Source: an optimization exercise on an open RTL-to-GDS flow (aim: small area, a short achievable clock period and few clock cycles per item). Production flows keep margins and buffers that such runs may drop. Only simulation tests tie the RTL to the original design; equivalence was not proved. Power is estimated from default activity; no workload was simulated.

rev 12:
==> flow/design.v <==
module partition_engine (
    input  logic        clk,
    input  logic        rst,
    input  logic        cmd_valid,
    output logic        cmd_ready,
    input  logic [7:0]  cmd_op,
    input  logic [31:0] cmd_region,
    input  logic [31:0] cmd_mask,
    input  logic [3:0]  cmd_m1,
    input  logic [3:0]  cmd_m2,
    output logic        rsp_valid,
    input  logic        rsp_ready,
    output logic [2:0]  rsp_status,
    output logic [3:0]  rsp_module_id,
    output logic [4:0]  live_count,
    output logic [15:0] slot_valid,
    output logic        is_structured,
    output logic [11:0] mu_discovery,
    output logic [11:0] mu_execution,
    output logic [11:0] mu_cost,
    output logic        mu_saturated,
    input  logic [3:0]  rd_id,
    output logic [31:0] rd_region
);
    localparam logic [2:0] ST_OK      = 3'd0;
    localparam logic [2:0] ST_FULL    = 3'd1;
    localparam logic [2:0] ST_BAD_ID  = 3'd2;
    localparam logic [2:0] ST_OVERLAP = 3'd3;
    localparam logic [2:0] ST_EMPTY   = 3'd4;
    localparam logic [2:0] ST_ILLEGAL = 3'd5;
    logic [31:0] own_v;
    logic [3:0]  own_id [32];
    logic [5:0] disc_q;
    logic       sat_q;
    always_comb begin
        for (int b = 0; b < 32; b++) rd_region[b] = own_v[b] && (own_id[b] == rd_id);
    end
    logic [12:0] cost_sum;
    assign mu_discovery = {6'b0, disc_q};
    assign cost_sum     = {1'b0, mu_discovery} + {1'b0, mu_execution};
    assign mu_cost      = cost_sum[12] ? 12'hfff : cost_sum[11:0];
    assign mu_saturated = sat_q | cost_sum[12];
    logic accept;
    assign cmd_ready = !rsp_valid || rsp_ready;
    assign accept    = cmd_valid && cmd_ready;
    logic op_new, op_split, op_merge, op_acc;
    assign op_new   = (cmd_op == 8'h00);
    assign op_split = (cmd_op == 8'h01);
    assign op_merge = (cmd_op == 8'h02);
    assign op_acc   = (cmd_op == 8'h05);
    logic [3:0] free_id;
    logic       any_free;
    always_comb begin
        free_id  = '0;
        any_free = 1'b0;
        for (int k = 15; k >= 0; k--) begin
            if (!slot_valid[k]) begin
                free_id  = 4'(k);
                any_free = 1'b1;
            end
        end
    end
    logic [3:0]  sel_id;
    logic [31:0] psel;
    assign sel_id = cmd_op[1] ? cmd_m2 : cmd_m1;
    always_comb begin
        for (int b = 0; b < 32; b++) psel[b] = own_v[b] && (own_id[b] == sel_id);
    end
    logic overlap, region_zero, split_lo, split_hi, m1_live, m2_live;
    assign overlap     = |(cmd_region & own_v);
    assign region_zero = (cmd_region == '0);
    assign split_lo    = |(psel & cmd_mask);
    assign split_hi    = |(psel & ~cmd_mask);
    assign m1_live     = slot_valid[cmd_m1];
    assign m2_live     = slot_valid[cmd_m2];
    logic new_ok, split_ok, merge_ok;
    logic [2:0] status;
    always_comb begin
        status = ST_OK;
        if (op_new) begin
            if (region_zero)    status = ST_EMPTY;
            else if (overlap)   status = ST_OVERLAP;
            else if (!any_free) status = ST_FULL;
        end else if (op_split) begin
            if (!m1_live)                    status = ST_BAD_ID;
            else if (!any_free)              status = ST_FULL;
            else if (!split_lo || !split_hi) status = ST_EMPTY;
        end else if (op_merge) begin
            if (!m1_live || !m2_live || (cmd_m1 == cmd_m2)) status = ST_BAD_ID;
        end else if (!op_acc) begin
            status = ST_ILLEGAL;
        end
    end
    assign new_ok   = op_new && !region_zero && !overlap && any_free;
    assign split_ok = op_split && m1_live && any_free && split_lo && split_hi;
    assign merge_ok = op_merge && m1_live && m2_live && (cmd_m1 != cmd_m2);
    logic        do_new, do_split, do_merge, do_acc, do_add;
    logic [15:0] free_oh, m2_oh;
    logic [5:0]  pop;
    logic [4:0]  live_inc, live_dec;
    logic [7:0]  inc_exec;
    logic [12:0] exec_sum;
    logic        do_exec;
    assign do_new   = accept && new_ok;
    assign do_split = accept && split_ok;
    assign do_merge = accept && merge_ok;
    assign do_acc   = accept && op_acc;
    assign do_add   = do_new || do_split;
    always_comb begin
        for (int k = 0; k < 16; k++) begin
            free_oh[k] = do_add && (free_id == 4'(k));
            m2_oh[k]   = do_merge && (cmd_m2 == 4'(k));
        end
        pop = '0;
        for (int b = 0; b < 32; b++) pop = pop + 6'(own_v[b] || cmd_region[b]);
    end
    assign live_inc = live_count + 5'd1;
    assign live_dec = live_count - 5'd1;
    always_comb begin
        if (cmd_op[2])      inc_exec = {live_count, 3'b000};
        else if (cmd_op[1]) inc_exec = 8'd4;
        else                inc_exec = 8'd32;
    end
    assign exec_sum = {{1'b0, mu_execution[11:2]} + {5'b0, inc_exec[7:2]}, mu_execution[1:0]};
    assign do_exec  = do_split || do_merge || do_acc;
    always_ff @(posedge clk or posedge rst) begin
        if (rst) begin
            rsp_valid     <= 1'b0;
            live_count    <= '0;
            slot_valid    <= '0;
            is_structured <= 1'b0;
            disc_q        <= '0;
            mu_execution  <= '0;
            sat_q         <= 1'b0;
            own_v         <= '0;
        end else begin
            if (cmd_ready) rsp_valid <= cmd_valid;
            if (do_add)        live_count <= live_inc;
            else if (do_merge) live_count <= live_dec;
            slot_valid   <= (slot_valid | free_oh) & ~m2_oh;
            if (do_acc) is_structured <= (live_count >= 5'd2);
            own_v        <= own_v | (cmd_region & {32{do_new}});
            if (do_new) disc_q <= pop;
            if (do_exec) mu_execution <= exec_sum[12] ? 12'hfff : exec_sum[11:0];
            sat_q        <= sat_q | (do_exec && exec_sum[12]);
        end
    end
    logic [3:0]  wr_id;
    logic [31:0] wr;
    assign wr_id = op_merge ? cmd_m1 : free_id;
    assign wr    = (cmd_region & {32{do_new}}) | (psel & ((cmd_mask & {32{do_split}}) | {32{do_merge}}));
    always_ff @(posedge clk) begin
        if (accept) begin
            rsp_status    <= status;
            rsp_module_id <= (merge_ok || new_ok || split_ok) ? wr_id : 4'd0;
        end
        for (int b = 0; b < 32; b++) begin
            if (wr[b]) own_id[b] <= wr_id;
        end
    end
endmodule
export LEC_CHECK = 0
export CAP_MARGIN = 5
export CELL_PAD_IN_SITES_DETAIL_PLACEMENT = 1
export CELL_PAD_IN_SITES_GLOBAL_PLACEMENT = 2
export CORE_MARGIN = 2
export CORE_UTILIZATION = 40
export CTS_BUF_LIST = sky130_fd_sc_hd__clkbuf_8 sky130_fd_sc_hd__clkbuf_16
export CTS_CLUSTER_DIAMETER = 100
export CTS_CLUSTER_SIZE = 30
export PLACE_DENSITY = 0.55
export SETUP_SLACK_MARGIN = 4.7
export SLEW_MARGIN = 5
create_clock -name core_clock -period 10.0 [get_ports {clk}]
standard.sh (not shown) runs the stock make flow with config.mk's settings and CLKGATE_MAP_FILE= SYNTH_SCRIPT=/design/flow/synth_recipe.tcl, a recipe that flattens the netlist after the stock synthesis.
==> flow/flow/run.sh <==
#!/bin/bash
# Standard layout with two changes: plain buffers (not delay cells) on the ports, and
# no full-adder cell extraction in synthesis (adders are left to ABC's gate mapping).
export BUFFER_PORTS_ARGS="-buffer_cell sky130_fd_sc_hd__buf_2"
export ADDER_MAP_FILE=
bash standard.sh > standard.log 2>&1
Rev 12 closes out successfully: all stages finished, all timing, DRC and antenna checks passed.
Testbench counts of rev 12, summed over its fixed seeds: cycles 4,832, items 4,800.
Input changes introduced in rev 13 (baseline for comparison: rev 12):
- a change of CAP_MARGIN from 5 to 20
- a change of SLEW_MARGIN from 5 to 20
- a change of SETUP_SLACK_MARGIN from 4.7 to 4.6
==> comparison <==
Rev 13 reached the final stage; the timing, DRC and antenna checks on its layout passed. The final instance count without filler cells of rev 13 falls short of that of rev 12 by 0.66%. The minimum period implied by the final worst setup slack of rev 13 is higher than that of rev 12. Post-cts resize count ends up lower on rev 13. Route | rev 13 vs rev 12 | wire shorter in rev 13. Summary: with rev 12 as the reference, power in rev 13 moved down by a few percent. Relative to rev 12, the length of routed met3 wiring of rev 13 is lower by 15%. Re area after synthesis: no difference whatsoever between rev 12 and rev 13.

## what the ideal ports hide
Ports are ideal in the flow. The routed layouts listed here were re-timed in OpenROAD. Step 1 assumes that a clkbuf_16 drives the clock port and a buf_2 every other input. Step 2 times the ports against the registers' clock, not the clock port: input delays grow and output delays shrink by t, the midpoint of the rising clock arrivals with the driver on. Slacks: ideal / step 1 / step 2; pairs: ideal / step 1.
| run | t (ns) | setup slack, ns | slew at the worst register clock pin (ns) |
|---|---|---|---|
| rev 12 | 0.544 | 4.735 / 4.713 / 4.270 | 0.11 / 0.11 |
| rev 13 | 0.548 | 4.643 / 4.617 / 4.210 | 0.11 / 0.11 |
After both steps setup and hold are still met in every run listed. For rev 12, which loses most, drivers alone change the setup slack by -0.022 ns; drivers and shift together by -0.465 ns.
